From an optimization exercise on the open Yosys and OpenROAD flow, aimed at small area, a short achievable clock period and few clock cycles per item; shortcuts taken in it are not production practice.
Only simulation tests tie the RTL to the original design; equivalence was not proved.
Power figures rest on the tool's default switching activity, not on a simulated workload.

## flow/design.v

```verilog
package ksco_pkg;
   localparam int ADDR_W    = 48;
   localparam int KEY_W     = ADDR_W + 1;
   localparam int STAMP_W   = 32;
   localparam int DBM_W     = 8;
   localparam int STATUS_W  = 3;
   localparam int SLOT_W    = 5;
   localparam int DEFAULT_ENTRIES = 32;
   localparam logic [STAMP_W-1:0] STALE_LIMIT_RESET = 32'd10000;
   localparam logic [DBM_W-1:0]   DBM_NONE = 8'h80;
   localparam logic CMD_UPDATE = 1'b0;
   localparam logic CMD_LOOKUP = 1'b1;
   localparam logic [STATUS_W-1:0] ST_REFRESH = 3'd0;
   localparam logic [STATUS_W-1:0] ST_FILL    = 3'd1;
   localparam logic [STATUS_W-1:0] ST_EVICT   = 3'd2;
   localparam logic [STATUS_W-1:0] ST_HIT     = 3'd3;
   localparam logic [STATUS_W-1:0] ST_STALE   = 3'd4;
   localparam logic [STATUS_W-1:0] ST_MISS    = 3'd5;
endpackage
module ksco_cell (
   input  logic                          clock,
   input  logic                          we,
   input  logic [ksco_pkg::KEY_W-1:0]    wr_key,
   input  logic [ksco_pkg::DBM_W-1:0]    wr_dbm,
   input  logic [ksco_pkg::STAMP_W-1:0]  wr_stamp,
   input  logic [ksco_pkg::KEY_W-1:0]    q_key,
   input  logic [ksco_pkg::STAMP_W-1:0]  q_now,
   output logic [ksco_pkg::DBM_W-1:0]    dbm,
   output logic [ksco_pkg::STAMP_W-1:0]  stamp,
   output logic                          key_eq,     
   output logic                          stamp_lt,   
   output logic                          stamp_le    
);
   logic [ksco_pkg::KEY_W-1:0] key;
   always_ff @(posedge clock) begin
      if (we) begin
         key   <= wr_key;
         dbm   <= wr_dbm;
         stamp <= wr_stamp;
      end
   end
   assign key_eq   = (key == q_key);
   assign stamp_lt = (stamp <  q_now);
   assign stamp_le = (stamp <= q_now);
endmodule
module keyed_scan_cache_oldest_evict #(
   parameter int ENTRIES = ksco_pkg::DEFAULT_ENTRIES
) (
   input  logic         clock,
   input  logic         reset,
   input  logic         req_tvalid,
   output logic         req_tready,
   input  logic [87:0]  req_tdata,    
   input  logic [1:0]   req_tuser,    
   output logic         rsp_tvalid,
   input  logic         rsp_tready,
   output logic [15:0]  rsp_tdata,    
   output logic [2:0]   rsp_tuser,    
   input  logic         csr_wr_en,
   input  logic [31:0]  csr_wr_data
);
   localparam int N      = ENTRIES;
   localparam int IDX_W  = $clog2(N);
   localparam int KEY_W  = ksco_pkg::KEY_W;
   localparam int DBM_W  = ksco_pkg::DBM_W;
   localparam int ST_W   = ksco_pkg::STAMP_W;
   localparam int STS_W  = ksco_pkg::STATUS_W;
   localparam int SLOT_W = ksco_pkg::SLOT_W;
   localparam int FIFO_D = 4;
   localparam int RSP_W  = STS_W + DBM_W + SLOT_W;
   logic                q_v, q_cmd;
   logic [KEY_W-1:0]    q_key;
   logic [DBM_W-1:0]    q_dbm;
   logic [ST_W-1:0]     q_now;
   logic                accept, take;
   logic [2:0]          cnt_q, cnt_in;    
   logic                rdy_q;
   assign req_tready = rdy_q;
   assign accept     = req_tvalid && rdy_q;
   assign take       = rsp_tvalid && rsp_tready;
   assign cnt_in     = cnt_q + 3'(accept) - 3'(take);
   always_ff @(posedge clock) begin
      if (reset) begin
         cnt_q <= '0;
         rdy_q <= 1'b1;
      end else begin
         cnt_q <= cnt_in;
         rdy_q <= (cnt_in != 3'(FIFO_D));
      end
   end
   assign q_v   = accept;
   assign q_cmd = req_tuser[0];
   assign q_key = {req_tuser[1], req_tdata[47:0]};
   assign q_dbm = req_tdata[55:48];
   assign q_now = req_tdata[87:56];
   logic [N-1:0]               v_q;
   logic [N-1:0][DBM_W-1:0]    e_dbm;
   logic [N-1:0][ST_W-1:0]     e_stamp;
   logic [N-1:0]               key_eq, st_lt, st_le;
   logic [N-1:0]               we, we_q, we_t;
   logic [N-1:0][N-1:0]        age_q;
   logic [KEY_W-1:0]           c_key, d_key;
   logic [DBM_W-1:0]           c_dbm, d_dbm;
   logic [ST_W-1:0]            c_now, d_now;
   for (genvar i = 0; i < N; i++) begin : g_e
      ksco_cell u_cell (
         .clock    (clock),
         .we       (we_t[i]),
         .wr_key   (d_key),
         .wr_dbm   (d_dbm),
         .wr_stamp (d_now),
         .q_key    (q_key),
         .q_now    (q_now),
         .dbm      (e_dbm[i]),
         .stamp    (e_stamp[i]),
         .key_eq   (key_eq[i]),
         .stamp_lt (st_lt[i]),
         .stamp_le (st_le[i])
      );
   end
   logic                c_v, c_cmd;
   logic [N-1:0]        c_hit, c_lt, c_le;
   logic                c_feq, c_flt, c_fle;
   logic                d_feq, d_flt, d_fle;
   logic [ST_W:0]       c_p;
   logic [ST_W-1:0]     limit_q;
   assign d_feq = (q_key == d_key);
   assign d_flt = (d_now <  q_now);
   assign d_fle = (d_now <= q_now);
   always_ff @(posedge clock) begin
      if (reset) c_v <= 1'b0;
      else       c_v <= q_v;
      c_cmd <= q_cmd;
      c_key <= q_key;
      c_dbm <= q_dbm;
      c_now <= q_now;
      c_hit <= (key_eq & v_q & ~we_q) | (we_q & {N{d_feq}});
      c_lt  <= (st_lt & ~we_q) | (we_q & {N{d_flt}});
      c_le  <= (st_le & ~we_q) | (we_q & {N{d_fle}});
      c_feq <= (q_key == c_key);
      c_flt <= (c_now <  q_now);
      c_fle <= (c_now <= q_now);
      c_p   <= {1'b0, q_now} + {1'b0, ~limit_q};
   end
   logic [N-1:0]        hit, lt, le, free, oldest, sel;
   logic                any_hit, any_lt, full, do_wr;
   logic [N-1:0][N-1:0] ord;          
   assign hit = (c_hit & ~we_q) | (we_q & {N{c_feq}});
   assign lt  = (c_lt  & ~we_q) | (we_q & {N{c_flt}});
   assign le  = (c_le  & ~we_q) | (we_q & {N{c_fle}});
   for (genvar i = 0; i < N; i++) begin : g_old
      for (genvar j = 0; j < N; j++) begin : g_b
         if (j > i)      assign ord[i][j] = age_q[i][j];
         else if (j < i) assign ord[i][j] = !age_q[j][i];
         else            assign ord[i][j] = 1'b1;
      end
      assign oldest[i] = &ord[i];
      if (i == 0) assign free[i] = !v_q[i];
      else        assign free[i] = !v_q[i] && v_q[i-1];
   end
   assign any_hit = (pupd_q && c_feq) || (|(c_hit & ~we_q));
   assign any_lt  = (pupd_q && c_flt) || (|(c_lt  & ~we_q));
   assign full    = v_q[N-1];
   assign do_wr   = c_v && (c_cmd == ksco_pkg::CMD_UPDATE);
   always_comb begin
      if (any_hit)     sel = hit;
      else if (!full)  sel = free;
      else if (any_lt) sel = oldest;
      else             sel = N'(1);
   end
   assign we = do_wr ? sel : '0;
   logic pupd_q;
   always_ff @(posedge clock) begin
      if (reset) begin
         v_q    <= '0;
         we_q   <= '0;
         pupd_q <= 1'b0;
      end else begin
         v_q    <= v_q | we;
         we_q   <= we;
         pupd_q <= do_wr;
      end
      we_t  <= we;
      d_key <= c_key;
      d_dbm <= c_dbm;
      d_now <= c_now;
   end
   for (genvar i = 0; i < N; i++) begin : g_row
      for (genvar j = i + 1; j < N; j++) begin : g_col
         always_ff @(posedge clock) begin
            if (we[i])      age_q[i][j] <= !lt[j];
            else if (we[j]) age_q[i][j] <= le[i];
         end
      end
   end
   logic [N-1:0]     rd;
   logic             rd_d;
   logic [IDX_W-1:0] sel_idx;
   logic [ST_W-1:0]  m_stamp;
   logic [DBM_W-1:0] m_dbm;
   assign rd   = c_hit & ~we_q;
   assign rd_d = c_feq && pupd_q;
   always_comb begin
      sel_idx = '0;
      m_stamp = rd_d ? d_now : '0;
      m_dbm   = rd_d ? d_dbm : '0;
      for (int i = 0; i < N; i++) begin
         if (sel[i]) sel_idx = sel_idx | IDX_W'(i);
         m_stamp = m_stamp | (e_stamp[i] & {ST_W{rd[i]}});
         m_dbm   = m_dbm   | (e_dbm[i]   & {DBM_W{rd[i]}});
      end
   end
   logic                w_v, w_cmd, w_hit, w_le;
   logic [STS_W-1:0]    w_ust;
   logic [IDX_W-1:0]    w_idx;
   logic [ST_W-1:0]     w_stamp;
   logic [DBM_W-1:0]    w_dbm;
   logic [ST_W:0]       w_p;
   always_ff @(posedge clock) begin
      if (reset) w_v <= 1'b0;
      else       w_v <= c_v;
      w_cmd   <= c_cmd;
      w_hit   <= any_hit;
      w_le    <= |(hit & le);
      w_ust   <= any_hit ? ksco_pkg::ST_REFRESH : (!full ? ksco_pkg::ST_FILL : ksco_pkg::ST_EVICT);
      w_idx   <= sel_idx;
      w_stamp <= m_stamp;
      w_dbm   <= m_dbm;
      w_p     <= c_p;
   end
   logic                g, stale;
   logic [STS_W-1:0]    r_status;
   logic [SLOT_W-1:0]   r_slot;
   logic [DBM_W-1:0]    r_dbm;
   assign g     = (w_p[ST_W-1:0] >= w_stamp);
   assign stale = w_le ? (w_p[ST_W] && g) : (w_p[ST_W] || g);
   always_comb begin
      r_slot   = SLOT_W'(w_idx);
      r_dbm    = ksco_pkg::DBM_NONE;
      r_status = w_ust;
      if (w_cmd == ksco_pkg::CMD_LOOKUP) begin
         if (!w_hit) begin
            r_status = ksco_pkg::ST_MISS;
            r_slot   = '0;
         end else if (stale) begin
            r_status = ksco_pkg::ST_STALE;
         end else begin
            r_status = ksco_pkg::ST_HIT;
            r_dbm    = w_dbm;
         end
      end
   end
   always_ff @(posedge clock) begin
      if (reset)          limit_q <= ksco_pkg::STALE_LIMIT_RESET;
      else if (csr_wr_en) limit_q <= csr_wr_data;
   end
   logic                 o_v;
   logic [RSP_W-1:0]     o_data, r_data;
   logic [FIFO_D-2:0][RSP_W-1:0] f_data;
   logic [1:0]           f_wp, f_rp;
   logic [2:0]           f_n;        
   logic                 o_load, f_push, f_pop;
   assign r_data = {r_status, r_dbm, r_slot};
   assign o_load = !o_v || take;
   assign f_pop  = o_load && (f_n != 3'd0);
   assign f_push = w_v && !(o_load && (f_n == 3'd0));
   always_ff @(posedge clock) begin
      if (reset) begin
         o_v  <= 1'b0;
         f_wp <= '0;
         f_rp <= '0;
         f_n  <= '0;
      end else begin
         if (o_load) o_v <= (f_n != 3'd0) || w_v;
         if (f_push) f_wp <= (f_wp == 2'(FIFO_D - 2)) ? '0 : f_wp + 2'd1;
         if (f_pop)  f_rp <= (f_rp == 2'(FIFO_D - 2)) ? '0 : f_rp + 2'd1;
         f_n <= f_n + 3'(f_push) - 3'(f_pop);
      end
      if (o_load) o_data <= (f_n != 3'd0) ? f_data[f_rp] : r_data;
      if (f_push) f_data[f_wp] <= r_data;
   end
   assign rsp_tvalid = o_v;
   assign {rsp_tuser, rsp_tdata[12:5], rsp_tdata[4:0]} = o_data;
   assign rsp_tdata[15:13] = 3'b000;
endmodule
```

## flow/run.sh

```bash
#!/bin/bash
# synth_recipe.tcl (not shown) runs the flow's synth.tcl, then flattens the netlist and writes it again
# the make line also repeats each setting of config.mk as NAME=value (left out here)
make -C /OpenROAD-flow-scripts/flow DESIGN_CONFIG=/design/flow/config.mk WORK_HOME=/design/flow/orfs CLKGATE_MAP_FILE= SYNTH_SCRIPT=/design/flow/synth_recipe.tcl finish
```

## flow/config.mk

```make
export PLATFORM = sky130hd
export DESIGN_NAME = keyed_scan_cache_oldest_evict
export DESIGN_NICKNAME = keyed_scan_cache_oldest_evict
export VERILOG_FILES = /design/flow/design.v
export SDC_FILE = /design/flow/constraint.sdc
export NUM_CORES = 4
export LEC_CHECK = 0
export CAP_MARGIN = 20
export CORE_MARGIN = 2
export CORE_UTILIZATION = 25
export PLACE_DENSITY = 0.35
export SETUP_SLACK_MARGIN = 2.4
export SLEW_MARGIN = 20
```

## flow/constraint.sdc

```tcl
create_clock -name core_clock -period 6.0 [get_ports {clock}]
set_input_delay 1.2000 -clock core_clock [delete_from_list [all_inputs] [get_ports {clock}]]
set_output_delay 1.2000 -clock core_clock [all_outputs]
set_load 0.01 [all_outputs]
```

==> results of run 1 <==
-- registers in the layout (all words and copies together), names as in the netlist, 33 cells and up --
signal / cells
w_p: 33
g_e.u_cell.dbm: 256
c_p: 33
age_q: 496
d_key: 49
c_key: 49
f_data: 48
g_e.u_cell.key: 1568
g_e.u_cell.stamp: 1024
-- report_power, final --
group / switching [mW] / total, mW / internal (mW)
Clock: 12.7 / 28.9 / 16.2
Combinational: 3.76 / 5.44 / 1.67
Sequential: 0.361 / 30.6 / 30.2
Total: 16.8 / 64.9 / 48.1
-- cell families after synthesis --
| logic type | after synthesis | share of synthesized area |
|---|---|---|
| other cells | 1 | 0.00002090 |
| compound gates | 2718 | 0.1043 |
| xor+xnor | 1430 | 0.06979 |
| buf+inv | 1063 | 0.02296 |
| simple gates | 2864 | 0.08442 |
| fa+ha+maj | 1162 | 0.08114 |
| flops | 3945 | 0.6302 |
| mux | 127 | 0.007160 |
-- path summary, 6_finish.rpt --
check            start   endpoint
max           we_q[16]   w_dbm[0]
min          c_key[11]  d_key[11]
max reg2reg   we_q[16]   w_dbm[0]
min reg2reg  c_key[11]  d_key[11]
-- layer usage --
metal  GRT usage  share of wire  vias up
li1            -              -    53120
met1      0.3634           0.43    69180
met2      0.4269           0.45     6461
met3     0.03697          0.069     1442
met4      0.1111          0.049       28
met5           0        0.00020        -
-- Yosys cell counts (102+ instances only) --
library cell	n
a21o_1	401
a21oi_1	683
a221oi_1	132
a22oi_1	513
buf_1	127
clkbuf_1	517
dfxtp_1	537
edfxtp_1	3408
ha_1	1159
inv_1	349
mux2i_1	116
nand2_1	828
nand3_1	205
nand4_1	629
nor2_1	255
nor2b_1	139
nor3_1	102
nor4_1	389
o21a_1	129
o21ai_0	215
o22ai_1	151
xnor2_1	796
xor2_1	634
-- area by class of cell --
cell class	count	area (um2)
clock inverter	233	2163
timing repair buffer	994	8837
multi-input combinational	8307	64100
antenna	168	420.4
clock buffer	641	12920
sequential	3945	113400
fill	72170	501100
inverter	366	1516
tap	9546	11940
-- per-stage QoR --
step | setup WS (ps) | utilization | TNS (ps)
after floorplan | 2208 | - | 0
after global placement | -740.7 | 0.2746 | -1377
after detailed placement | 155.0 | 0.2747 | 0
after CTS | 2292 | 0.2989 | 0
after global routing | 2195 | 0.3004 | 0
final | 2153 | 0.3005 | 0
-- what timing repair did --
| item | in CTS | in global routing |
|---|---|---|
| buffers inserted | 110 | 39 |
| resized for setup | 304 | 100 |
| cloned | 4 | 1 |
| setup endpoints to repair | 1164 | 320 |
| pin swaps | 33 | 29 |
==> qor.yml, run 1 <==
outcome:
  status: "complete, no violations"
hold_path:
  worstHoldPathCells: 0
  hp-class: "flop to flop"
worst_setup_path:
  crit_top_cell: "buf_4"
  critPathMaxStageDelay_ps: 1000
  critPathBufInv: 3
  required_ps: 6880
  worst_path_dominant_cell_family: "buffers and inverters"
  rr_worst_depth: 8
  crit_path_start_kind: "flop"
  worstSetupEndpointType: "flop"
  worstPathArrival_ps: 4730
  rrSetupSlack_ps: 2150
  crit_chain: "buf_4 -> nor2b_4 -> buf_4 -> buf_4 -> a22oi_1 -> nand4_1 -> nor4_1 -> nand2_1"
  cp.depth: 8
  crit_fanout: 30
  crit_slowest_cell: "nand2_1"
  critPathKind: "flop to flop"
placement:
  place_inst: 23000
  dpl-instance-area_mm2: 0.1968
  gp_congestion: 0.9292
  io_buffer_count: 144
  hpwl_um: 673700
detailed_routing:
  routed_wl_um: 1003000
  antenna_left: 0
  drcViolationCount: 0
  vias: 130200
  first_pass_iters: 6
  viasPerCell: 5.382
  drtIter0Drc: 17630
  wire_per_inst_um: 41.46
final_layout:
  design_area_mm2: 0.2153
  mostFrequentLayoutCells: "edfxtp_1, ha_1, nand2_1"
  area_delta_synth_final_pct: 19.96
  final_common_cell: "edfxtp_1"
  stdcell_count: 24200
  drive_gt1_frac: 0.1414
  nets: 15370
floorplanning:
  boundaryPins: 148
  fp.dieW_um: 851.3
  coreArea_mm2: 0.7164
  start_util: 0.2505
  num_rows: 311
  die-area_mm2: 0.7246
  die_y_um: 851.3
clock_tree:
  cts_sinks: 3945
  ctsLongestPathBuffers: 4
  cts_tree: "yes"
  cts_buffers: 464
  ctsHoldBuffers: 0
  ctsHtreeMaxLevel: 5
  root_buffer: "clkbuf_16"
  clock_latency_ps: 1110
  clkTransAtPathRegs_ps: 60
power:
  p_leak_nw: 78.14
  report.power.total_mw: 64.95
  peakVddDrop_v: 0.0002723
  p_per_area_mw_per_mm2: 301.7
sta:
  max_freq_ghz: 0.2599
  fin_crit_ps: 3847
  holdWs_ps: 322.2
  worst_pin_slew_ps: 1411
  period_share: 0.6412
  relSlewSlack: 0.05723
  rsz0062_at_grt: "yes"
  final-hold-violation-count: 0
  maxSlewViolCount: 0
  setup_viol_count_final: 0
  fin_skew_ps: 125.6
grt:
  antenna_found_initial: 147
  grt_overflow: 0
  grt_pass1_wl_um: 1295000
  grt_max_degree: 84
  grt_use_total: 0.2669
  first_global_vias: 125900
logic_synthesis:
  avgSynthCellArea_um2: 13.48
  synth-main-ff-cell: "edfxtp_1"
  ys_top_cells_by_area: "edfxtp_1, ha_1, dfxtp_1"
  synthArstFlopShare: 0
  netlist_area_mm2: 0.1795
  ys_warn_count: 2
  ys_ff_latch: 3945
  synth_edf_count: 3408
  yosysTopAreaCell: "edfxtp_1"
  ys_seq_area_frac: 0.6302
  synthCells: 13310
  ys_types: 87
  synth_top_area_share: 0.5703
flow_run:
  drv_cap: 0
Testbench counts, summed over its fixed seeds: cycles 4,824, items 4,800.
==> run 2: changes to the inputs <==
--- a/flow/design.v
+++ b/flow/design.v
@@ -122,7 +122,6 @@
    logic [N-1:0]        c_hit, c_lt, c_le;
    logic                c_feq, c_flt, c_fle;
    logic                d_feq, d_flt, d_fle;
-   logic [ST_W:0]       c_p;
    logic [ST_W-1:0]     limit_q;
    assign d_feq = (q_key == d_key);
    assign d_flt = (d_now <  q_now);
@@ -140,7 +139,6 @@
       c_feq <= (q_key == c_key);
       c_flt <= (c_now <  q_now);
       c_fle <= (c_now <= q_now);
-      c_p   <= {1'b0, q_now} + {1'b0, ~limit_q};
    end
    logic [N-1:0]        hit, lt, le, free, oldest, sel;
    logic                any_hit, any_lt, full, do_wr;
@@ -226,7 +224,7 @@
       w_idx   <= sel_idx;
       w_stamp <= m_stamp;
       w_dbm   <= m_dbm;
-      w_p     <= c_p;
+      w_p     <= {1'b0, c_now} + {1'b0, ~limit_q};
    end
    logic                g, stale;
    logic [STS_W-1:0]    r_status;
--- a/flow/config.mk
+++ b/flow/config.mk
@@ -8,6 +8,8 @@
 export CAP_MARGIN = 20
 export CORE_MARGIN = 2
 export CORE_UTILIZATION = 25
+export CTS_CLUSTER_DIAMETER = 80
+export CTS_CLUSTER_SIZE = 30
 export PLACE_DENSITY = 0.35
 export SETUP_SLACK_MARGIN = 2.4
 export SLEW_MARGIN = 20
==> qor.yml, run 2 <==
sta:
  max_freq_ghz: 0.2716  # +4.5%
  setup_viol_count_final: 0  # unchanged
  fin_skew_ps: 91.51  # -34.12 ps
  relSlewSlack: 0.1293  # +0.07209
  period_share: 0.6137  # -0.02753
  setup-tns-final_ps: 0  # unchanged
  final-hold-violation-count: 0  # unchanged
  rsz0062_at_grt: "yes"
  fin_crit_ps: 3682  # -165.2 ps
  worst_pin_slew_ps: 1306  # -104.7 ps
  maxSlewViolCount: 0  # unchanged
  worst_slack_ps: 2318  # +165.2 ps
worst_setup_path:
  r2r-start: "we_q[7]"
  critPathKind: "flop to flop"
  required_ps: 6860  # -20 ps
  rrSetupSlack_ps: 2320  # +170 ps
  worstSetupEndpointType: "flop"
  crit_path_end: "w_stamp[2]"
  rr_worst_depth: 9  # +1
  rr_endpoint: "w_stamp[2]"
  crit_fanout: 22  # -27%
  crit_path_start_kind: "flop"
  worstPathArrival_ps: 4540  # -190 ps
  critPathLaunch: "we_q[7]"
final_layout:
  mostFrequentLayoutCells: "edfxtp_1, ha_1, nand2_1"
  reg_top3: "g_e.u_cell.key (1568), g_e.u_cell.stamp (1024), age_q (496)"
  area_delta_synth_final_pct: 18.14
  largest_reg_flops: 1568  # unchanged
  drive_gt1_frac: 0.1374  # -0.003957
  nets: 15090  # -1.8%
  design_area_mm2: 0.2108  # -2.1%
  final_common_cell: "edfxtp_1"
  multi_input_area_mm2: 0.06422  # +0.20%
  fillers: 72050  # -0.17%
  regMostFlops: "g_e.u_cell.key"
  seq_area_mm2: 0.1127  # -0.60%
flow_run:
  drv_cap: 0  # unchanged
logic_synthesis:
  ys_seq_area_frac: 0.6300  # about the same
  synthArstFlopShare: 0  # unchanged
  avgSynthCellArea_um2: 13.48  # about the same
  ys_warn_count: 2  # unchanged
  synth_most_common_cell: "edfxtp_1"
  netlist_area_mm2: 0.1785  # -0.55%
  ys_top_cells_by_count: "edfxtp_1, ha_1, a21oi_1, nand2_1, xnor2_1"
  synth_top_area_share: 0.5734  # +0.003178
  synth_edf_count: 3408  # unchanged
  synthCells: 13240  # -0.53%
  ys_top_cells_by_area: "edfxtp_1, ha_1, dfxtp_1"
  synth-main-ff-cell: "edfxtp_1"
  ys_ff_latch: 3912  # -0.84%
  ys_types: 88  # +1.1%
  yosysTopAreaCell: "edfxtp_1"
outcome:
  status: "complete, no violations"
grt:
  use_met3: 0.03886  # +0.001888
  grt_pass1_wl_um: 1290000  # -0.33%
  use_met1: 0.3778  # +0.01436
  first_global_vias: 122900  # -2.4%
  use_met2: 0.4221  # -0.004815
  grt.busiest_layer: "met2"
  grt_overflow: 0  # unchanged
  grt_use_total: 0.2675  # +0.0006458
  grt_max_degree: 90  # +7.1%
  antenna_found_initial: 142  # -3.4%
placement:
  hpwl_um: 673600  # about the same
  post-place-ws_ps: 124.8  # -30.27 ps
  dpl-instance-area_mm2: 0.1955  # -0.63%
  io_buffer_count: 144  # unchanged
  gp_congestion: 0.9104  # -2.0%
floorplanning:
  start_util: 0.2506  # about the same
  die_y_um: 848.9  # -0.28%
  num_rows: 310  # -0.32%
  fp.dieW_um: 848.9  # -0.28%
  die-area_mm2: 0.7206  # -0.55%
  coreArea_mm2: 0.7121  # -0.59%
  boundaryPins: 148  # unchanged
power:
  p_per_area_mw_per_mm2: 283.9  # -5.9%
  report.power.total_mw: 59.86  # -7.8%
  peakVddDrop_v: 0.0002687  # -1.3%
  p_leak_nw: 75.59  # -3.3%
detailed_routing:
  first_pass_iters: 6  # unchanged
  antenna_left: 0  # unchanged
  drtIter0Drc: 19140  # +8.6%
  viasPerCell: 5.480  # +1.8%
  routed_wl_um: 1006000  # +0.24%
  drcViolationCount: 0  # unchanged
  vias: 129400  # -0.61%
  wire_per_inst_um: 42.59  # +2.7%
clock_tree:
  clkTransAtPathRegs_ps: 90  # +30 ps
  ctsLongestPathBuffers: 4  # unchanged
  cts_buffers: 309  # -33%
  ctsHtreeMaxLevel: 5  # unchanged
  ctsHoldBuffers: 0  # unchanged
  clock_latency_ps: 1070  # -40 ps
  cts_sinks: 3912  # -0.84%
  root_buffer: "clkbuf_16"
  cts_tree: "yes"
hold_path:
  hp-class: "flop to flop"
[run 2: cell count changes after synthesis, sizes merged, moves of 33 or more]
cell   previous run  this run
a21oi           683       798
nand2           828       785
a22oi           513       475
nor2b           140       194
mux2i           116        52
xor2            634       687
nand4           629       587
dfxtp           537       504
a21o            403       369
xnor2           796       736
[run 2: stage by stage]
stage | hold slack [ps] | std cells | util
floorplan | 309.6 | 13240 | -
global placement | 311.9 | 22850 | 0.2745
detailed placement | 312.1 | 22850 | 0.2746
CTS | 290.7 | 23500 | 0.2936
global route | 332.8 | 23590 | 0.2960
finish | 330.1 | 23620 | 0.2961
[run 2: kinds of logic (layout without fill, tap and decap cells)]
family,Yosys count,count (layout),synth area share
flops,3912,3912,0.6300
xor+xnor,1423,1423,0.06984
compound gates,2783,2783,0.1073
fa+ha+maj,1162,1162,0.08159
mux,69,69,0.003989
buf+inv,1061,1877,0.02292
other cells,1,48,0.00002101
simple gates,2829,2830,0.08433
[run 2: report_power, final]
part	internal, mW	leakage (nW)	switching [mW]
combinational	1.74	35.3	3.88
clock	11.1	5.42	12.8
sequential	29.9	34.9	0.377
[run 2: cell type report]
cell class                      instances  share of cell area
Antenna cell                           45           0.0005341
Clock buffer                          326             0.03782
Clock inverter                        243             0.01539
Inverter                              367            0.007080
Multi-Input combinational cell       8270              0.3046
Sequential cell                      3912              0.5345
Tap cell                             9516             0.05647
Timing Repair Buffer                  941             0.04356
[run 2: what timing repair did]
| action | in CTS | in global routing |
|---|---|---|
| buffers inserted | 73 | 63 |
| setup endpoints to repair | 1144 | 606 |
| gates cloned | 9 | 9 |
| pin swaps | 49 | 56 |
| resized for setup | 339 | 212 |
[run 2: worst max-delay path, cell delays in order (launching register included)]
cell	delay, ps
dfxtp_1	380
buf_12	210
nor2b_4	60
buf_4	380
buf_4	440
a22o_1	370
a221oi_1	260
nand4_1	300
nor3_1	770
nand2_1	250
[run 2: worst min path at each step]
| stage | start | cells past startpoint | slack [ps] | endpoint |
|---|---|---|---|---|
| global route | c_dbm[7] | 0 | 330 | d_dbm[7] |
| detailed placement | c_dbm[3] | 0 | 310 | d_dbm[3] |
| floorplan | c_dbm[0] | 0 | 310 | d_dbm[0] |
| CTS | req_tdata[38] | 1 | 290 | c_key[38] |
| global placement | c_dbm[7] | 0 | 310 | d_dbm[7] |
| finish | c_dbm[3] | 0 | 330 | d_dbm[3] |
[run 2: routing by layer]
metal / vias up / routed length, um
met1: 69180 / 441800
met5: - / 205
met3: 1266 / 74190
li1: 52270 / -
met4: 34 / 38570
met2: 6690 / 451100
Testbench counts of run 2, summed over its fixed seeds: cycles 4,824, items 4,800.
==> run 3: changes to the inputs <==
--- a/flow/config.mk
+++ b/flow/config.mk
@@ -11,5 +11,5 @@
 export CTS_CLUSTER_DIAMETER = 80
 export CTS_CLUSTER_SIZE = 30
 export PLACE_DENSITY = 0.35
-export SETUP_SLACK_MARGIN = 2.4
+export SETUP_SLACK_MARGIN = 2.8
 export SLEW_MARGIN = 20
==> qor.yml, run 3 <==
final_layout:
  drive_gt1_frac: 0.2091  # +0.07170
  reg_top3: "g_e.u_cell.key (1568), g_e.u_cell.stamp (1024), age_q (496)"
  final_common_cell: "edfxtp_1"
  fin_util: 0.3106  # +0.01455
  mostFrequentLayoutCells: "edfxtp_1, ha_1, buf_4"
  regMostFlops: "g_e.u_cell.key"
  design_area_mm2: 0.2212  # +4.9%
  area_delta_synth_final_pct: 23.94
  stdcell_count: 24000  # +1.6%
  nets: 15450  # +2.4%
  largest_reg_flops: 1568  # unchanged
grt:
  antenna_found_initial: 133  # -6.3%
  grt_max_degree: 90  # unchanged
  grt_pass1_wl_um: 1322000  # +2.5%
  grt_overflow: 0  # unchanged
  grt_use_total: 0.2745  # +0.006974
  first_global_vias: 125200  # +1.9%
power:
  seqPwrFrac: 0.497  # -0.009
  p_sw_mw: 17.56  # +2.7%
  report.power.total_mw: 60.97  # +1.9%
  p_leak_nw: 79.54  # +5.2%
  power.internal_mw: 43.41  # +1.5%
  p_per_area_mw_per_mm2: 275.7  # -2.9%
  power_frac_clock: 0.400  # about the same
  switching_share: 0.2880  # +0.002407
  comb_power_share: 0.103  # +0.009
  peakVddDrop_v: 0.0002198  # -18%
clock_tree:
  cts_sinks: 3912  # unchanged
  cts_tree: "yes"
  ctsHtreeMaxLevel: 5  # unchanged
  cts_buffers: 312  # +0.97%
  ctsLongestPathBuffers: 4  # unchanged
  clock_latency_ps: 1070  # about the same
  clkTransAtPathRegs_ps: 90  # about the same
  root_buffer: "clkbuf_16"
worst_setup_path:
  worstSetupEndpointType: "flop"
  worstPathArrival_ps: 4310  # -230 ps
  critPathKind: "flop to flop"
  crit_slowest_cell: "o31a_4"
  worst_path_dominant_cell_family: "compound AO/OA/AOI/OAI gates"
  crit_chain: "nor2b_1 -> nor4_2 -> nand3_1 -> o31a_4 -> buf_12 -> buf_16 -> buf_6 -> a32oi_2 -> mux2_4 -> nand2b_4 -> clkinvlp_4 -> a211oi_4 -> buf_6 -> buf_12 -> a21oi_2"
  critPathBufInv: 6  # +3
  crit_path_start_kind: "flop"
  required_ps: 6720  # -140 ps
  crit_fanout: 6  # -73%
  critPathMaxStageDelay_ps: 440  # -330 ps
sta:
  worst_slack_ps: 2410  # +91.77 ps
  setup-tns-final_ps: 0  # unchanged
  fin_skew_ps: 97.62  # +6.104 ps
  rsz0062_at_grt: "yes"
  holdWs_ps: 291.6  # -38.51 ps
  maxSlewViolCount: 0  # unchanged
  max_freq_ghz: 0.2785  # +2.6%
  period_share: 0.5984  # -0.01529
  relSlewSlack: 0.1172  # -0.01212
  final-hold-violation-count: 0  # unchanged
  setup_viol_count_final: 0  # unchanged
  fin_crit_ps: 3590  # -91.77 ps
  worst_pin_slew_ps: 1287  # -18.65 ps
placement:
  post-place-ws_ps: 41.84  # -82.91 ps
  dpl-instance-area_mm2: 0.1956  # about the same
  place_inst: 22880  # +0.11%
  hpwl_um: 683400  # +1.5%
  gp_congestion: 0.9106  # about the same
  io_buffer_count: 144  # unchanged
outcome:
  status: "complete, no violations"
floorplanning:
  coreArea_mm2: 0.7121  # unchanged
  fp.dieW_um: 848.9  # unchanged
  die_y_um: 848.9  # unchanged
  num_rows: 310  # unchanged
  boundaryPins: 148  # unchanged
  die-area_mm2: 0.7206  # unchanged
  start_util: 0.2506  # unchanged
detailed_routing:
  first_pass_iters: 6  # unchanged
  drcViolationCount: 0  # unchanged
  vias: 133000  # +2.8%
  viasPerCell: 5.544  # +1.2%
  drtIter0Drc: 19010  # -0.67%
  routed_wl_um: 1043000  # +3.7%
  wire_per_inst_um: 43.48  # +2.1%
  antenna_left: 0  # unchanged
logic_synthesis:
  synth_most_common_cell: "edfxtp_1"
  avgSynthCellArea_um2: 13.48  # unchanged
  ys_warn_count: 2  # unchanged
  ys_top_cells_by_area: "edfxtp_1, ha_1, dfxtp_1"
  ys_ff_latch: 3912  # unchanged
  synthCells: 13240  # unchanged
  synth-main-ff-cell: "edfxtp_1"
  ys_seq_area_frac: 0.6300  # unchanged
  synth_top_area_share: 0.5734  # unchanged
  synthArstFlopShare: 0  # unchanged
  ys_types: 88  # unchanged
  netlist_area_mm2: 0.1785  # unchanged
  synth_edf_count: 3408  # unchanged
  yosysTopAreaCell: "edfxtp_1"
  ys_top_cells_by_count: "edfxtp_1, ha_1, a21oi_1, nand2_1, xnor2_1"
flow_run:
  drv_cap: 0  # unchanged
hold_path:
  hp-class: "input port to flop"
-- run 3: final timing paths --
path,slack (ps),from,cells after the start,to
max reg2reg,2410,c_lt[4],15,age_q[636]
min,290,req_tdata[73],1,c_now[17]
min reg2reg,330,c_dbm[0],0,d_dbm[0]
max,2410,c_lt[4],15,age_q[636]
-- run 3: metal layers --
| metal | GRT usage | share of wire | vias up | wire (um) |
|---|---|---|---|---|
| met3 | 0.04841 | 0.080 | 1605 | 83290 |
| met4 | 0.09728 | 0.046 | 38 | 48210 |
| met2 | 0.4336 | 0.45 | 7235 | 465700 |
| met1 | 0.3781 | 0.43 | 71120 | 445800 |
| li1 | - | - | 53040 | - |
| met5 | 0 | 0.00029 | - | 303 |
-- run 3: cell families after synthesis --
family                   after synthesis  synth area share
AO/OA/AOI/OAI                       2783            0.1073
XOR/XNOR                            1423           0.06984
adder cells (fa/ha/maj)             1162           0.08159
buffers and inverters               1061           0.02292
flip-flops                          3912            0.6300
multiplexers                          69          0.003989
other                                  1        0.00002101
AND/OR/NAND/NOR                     2829           0.08433
-- run 3: timing repair --
item,CTS,global route
pin swaps,201,204
setup buffers,265,110
setup endpoints to repair,1224,1105
hold buffers,0,0
resized for setup,1231,733
gates cloned,61,50
-- run 3: worst register-to-register path, stage by stage, from the launching register on --
cell and delay, ps:
dfxtp_1 430, nor2b_1 260, nor4_2 230, nand3_1 180, o31a_4 440, buf_12 170, buf_16 130, buf_6 110
a32oi_2 190, mux2_4 210, nand2b_4 180, clkinvlp_4 150, a211oi_4 250, buf_6 160, buf_12 150, a21oi_2 40
-- run 3: area by class of cell --
| class | instances | area (um2) |
|---|---|---|
| fill | 71340 | 490900 |
| sequential | 3912 | 112800 |
| multi-input combinational | 8279 | 68580 |
| timing repair buffer | 1288 | 14740 |
| tap | 9516 | 11910 |
| clock buffer | 338 | 8189 |
| clock inverter | 238 | 3281 |
| inverter | 367 | 1588 |
| antenna | 57 | 142.6 |
-- run 3: power by group through the flow --
stage,combinational (mW),sequential (mW),clock [mW]
final,6.29,30.3,24.4
after global routing,6.55,30.3,25.6
after CTS,5.88,30.3,24.8
after detailed placement,5.30,30.9,0
after global placement,5.31,30.9,0
after floorplan,2.44,30.9,0
==> run 4: changes to the inputs <==
--- a/flow/config.mk
+++ b/flow/config.mk
@@ -7,9 +7,9 @@
 export LEC_CHECK = 0
 export CAP_MARGIN = 20
 export CORE_MARGIN = 2
-export CORE_UTILIZATION = 25
+export CORE_UTILIZATION = 30
 export CTS_CLUSTER_DIAMETER = 80
 export CTS_CLUSTER_SIZE = 30
-export PLACE_DENSITY = 0.35
-export SETUP_SLACK_MARGIN = 2.8
+export PLACE_DENSITY = 0.4
+export SETUP_SLACK_MARGIN = 2.4
 export SLEW_MARGIN = 20
==> qor.yml, run 4 <==
floorplanning:
  die_y_um: 775.3  # -8.7%
  boundaryPins: 148  # unchanged
  coreArea_mm2: 0.5935  # -17%
  die-area_mm2: 0.6011  # -17%
  start_util: 0.3007  # +0.05012
  fp.dieW_um: 775.3  # -8.7%
  num_rows: 283  # -8.7%
grt:
  use_met2: 0.5005  # +0.06682
  grt.busiest_layer: "met2"
  grt_max_degree: 90  # unchanged
  grt_pass1_wl_um: 1275000  # -3.6%
  grt_use_total: 0.3175  # +0.04301
  antenna_found_initial: 151  # +14%
  first_global_vias: 126500  # +1.0%
  use_met1: 0.4218  # +0.04366
  use_met3: 0.06352  # +0.01511
  grt_overflow: 0  # unchanged
final_layout:
  final_common_cell: "edfxtp_1"
  fillers: 57530  # -19%
  largest_reg_flops: 1568  # unchanged
  mostFrequentLayoutCells: "edfxtp_1, ha_1, nand2_1"
  reg_top3: "g_e.u_cell.key (1568), g_e.u_cell.stamp (1024), age_q (496)"
  area_delta_synth_final_pct: 16.83
  regMostFlops: "g_e.u_cell.key"
  drive_gt1_frac: 0.1391  # -0.07005
  nets: 15130  # -2.0%
power:
  switching_share: 0.2780  # -0.009963
  p_sw_mw: 16.11  # -8.3%
  power.internal_mw: 41.82  # -3.7%
  p_leak_nw: 75.31  # -5.3%
  peakVddDrop_v: 0.0002480  # +13%
  comb_power_share: 0.098  # -0.005
  p_per_area_mw_per_mm2: 277.8  # +0.78%
  seqPwrFrac: 0.522  # +0.025
  report.power.total_mw: 57.93  # -5.0%
  power_frac_clock: 0.380  # -0.020
worst_setup_path:
  worstPathArrival_ps: 4490  # +180 ps
  critPathKind: "flop to flop"
  crit_top_cell: "buf_4"
  critPathMaxStageDelay_ps: 660  # +220 ps
  required_ps: 6730  # about the same
  worstSetupEndpointType: "flop"
  worst_path_dominant_cell_family: "compound AO/OA/AOI/OAI gates"
  crit_slowest_cell: "a222oi_1"
  crit_fanout: 16  # +10
  crit_path_start_kind: "flop"
  critPathBufInv: 5  # -1
  crit_chain: "a222oi_1 -> nand3_1 -> o31a_1 -> buf_4 -> buf_16 -> nand3_2 -> o31ai_1 -> o21ai_2 -> nand2b_2 -> clkinvlp_4 -> a211oi_4 -> buf_4 -> buf_4 -> a21oi_1"
logic_synthesis:
  ys_top_cells_by_area: "edfxtp_1, ha_1, dfxtp_1"
  yosysTopAreaCell: "edfxtp_1"
  ys_warn_count: 2  # unchanged
  synth_most_common_cell: "edfxtp_1"
  ys_ff_latch: 3912  # unchanged
  ys_top_cells_by_count: "edfxtp_1, ha_1, a21oi_1, nand2_1, xnor2_1"
  synth-main-ff-cell: "edfxtp_1"
  synth_top_area_share: 0.5734  # unchanged
  synth_edf_count: 3408  # unchanged
  ys_seq_area_frac: 0.6300  # unchanged
  synthCells: 13240  # unchanged
  netlist_area_mm2: 0.1785  # unchanged
  synthArstFlopShare: 0  # unchanged
  avgSynthCellArea_um2: 13.48  # unchanged
  ys_types: 88  # unchanged
clock_tree:
  cts_sinks: 3912  # unchanged
  ctsHtreeMaxLevel: 5  # unchanged
  cts_tree: "yes"
  ctsHoldBuffers: 0  # unchanged
  clkTransAtPathRegs_ps: 90  # about the same
  root_buffer: "clkbuf_16"
  clock_latency_ps: 1060  # about the same
  cts_buffers: 276  # -12%
  ctsLongestPathBuffers: 4  # unchanged
sta:
  final-hold-violation-count: 0  # unchanged
  setup_viol_count_final: 0  # unchanged
  worst_pin_slew_ps: 1348  # +60.96 ps
  worst_slack_ps: 2239  # -170.7 ps
  maxSlewViolCount: 0  # unchanged
  fin_skew_ps: 78.74  # -18.88 ps
  rsz0062_at_grt: "yes"
  setup-tns-final_ps: 0  # unchanged
  max_freq_ghz: 0.2659  # -4.5%
  fin_crit_ps: 3761  # +170.7 ps
  relSlewSlack: 0.09363  # -0.02357
  period_share: 0.6268  # +0.02845
placement:
  io_buffer_count: 144  # unchanged
  post-place-ws_ps: 118.0  # +76.14 ps
  hpwl_um: 662700  # -3.0%
  gp_congestion: 0.9917  # +8.9%
detailed_routing:
  viasPerCell: 6.069  # +9.5%
  vias: 133500  # +0.34%
  first_pass_iters: 8  # +2
  antenna_left: 0  # unchanged
  wire_per_inst_um: 45.21  # +4.0%
  drcViolationCount: 0  # unchanged
  routed_wl_um: 994500  # -4.7%
  drtIter0Drc: 20580  # +8.2%
hold_path:
  hp-class: "flop to flop"
outcome:
  status: "complete, no violations"
flow_run:
  drv_cap: 0  # unchanged
-- run 4: cell counts after synthesis --
No cell type changed its count.
-- run 4: worst paths after layout --
path                               start    endpoint  slack, ps  cells past startpoint
worst max-delay path             c_lt[0]  age_q[568]       2240                     14
worst min-delay path            c_dbm[1]    d_dbm[1]        340                      0
worst max register to register   c_lt[0]  age_q[568]       2240                     14
worst min register to register  c_dbm[1]    d_dbm[1]        340                      0
-- run 4: kinds of logic (layout without fill, tap and decap cells) --
group | Yosys count | after routing | share of synthesized area
AO/OA/AOI/OAI | 2783 | 2783 | 0.1073
other | 1 | 89 | 0.00002101
XOR/XNOR | 1423 | 1423 | 0.06984
flip-flops | 3912 | 3912 | 0.6300
adder cells (fa/ha/maj) | 1162 | 1162 | 0.08159
AND/OR/NAND/NOR | 2829 | 2833 | 0.08433
buffers and inverters | 1061 | 1887 | 0.02292
multiplexers | 69 | 69 | 0.003989
-- run 4: repair_timing --
item                        CTS  global route
resized for setup           397           213
gates cloned                 17            19
pin swaps                    64            51
setup endpoints to repair  1117           850
buffers inserted            107            69
-- run 4: layout make-up --
class / count / area (um2) / area share
Antenna cell: 86 / 215.2 / 0.001032
Clock buffer: 305 / 7311 / 0.03506
Clock inverter: 201 / 2645 / 0.01269
Inverter: 367 / 1544 / 0.007405
Multi-Input combinational cell: 8273 / 64380 / 0.3088
Sequential cell: 3912 / 112700 / 0.5403
Tap cell: 7837 / 9806 / 0.04703
Timing Repair Buffer: 1014 / 9940 / 0.04767
-- run 4: through the flow --
stage                     utilization  std cells  hold slack (ps)  area, um2
final                          0.3513      22000            338.9     208500
after CTS                      0.3476      21820            343.2     206300
after global placement         0.3257      21180            311.9     193300
after detailed placement       0.3258      21190            319.8     193400
after floorplan                     -      13240            309.6     178700
after global routing           0.3510      21920            341.3     208300
-- run 4: per-layer routing --
metal  vias up  routed length, um
met1     70660             399700
met2      8637             444600
li1      52340                  -
met5         -                265
met4        42              56640
met3      1805              93280
-- run 4: power by group through the flow --
stage / clock [mW] / combinational, mW / sequential (mW)
5_1_grt: 23.0 / 5.91 / 30.3
3_5_place_dp: 0 / 5.25 / 30.9
2_1_floorplan: 0 / 2.44 / 30.9
6_report: 22.0 / 5.69 / 30.2
4_1_cts: 22.2 / 5.45 / 30.2
3_3_place_gp: 0 / 5.21 / 30.9

## static timing again, ports no longer ideal
Ports are ideal in the flow. The routed layouts listed here were re-timed in OpenROAD.
Step 1: set_driving_cell puts a clkbuf_16 on clock and a buf_2 on each other input, an assumption about the parent block.
Step 2, shift: input delay + t, output delay - t, t = (earliest + latest rising clock arrival at the registers) / 2. This alone moves slack from input paths to output paths.
Three values: ideal ports, drivers, drivers and shift; two values: the first two.
run	t, ns	setup slack, ns	worst slew at a driven data input, ns	pins driven straight from the clock port
run 1	1.183	2.153 / 2.153 / 1.317	0.08	1
run 2	1.178	2.318 / 2.318 / 1.265	0.11	1
run 3	1.147	2.410 / 2.410 / 1.492	0.14	1
run 4	1.148	2.239 / 2.239 / 1.218	0.10	1
After both steps setup and hold are still met in every run listed. The setup slack of run 2, which loses most, moves by 0.000 ns with the drivers and by -1.053 ns with both steps.
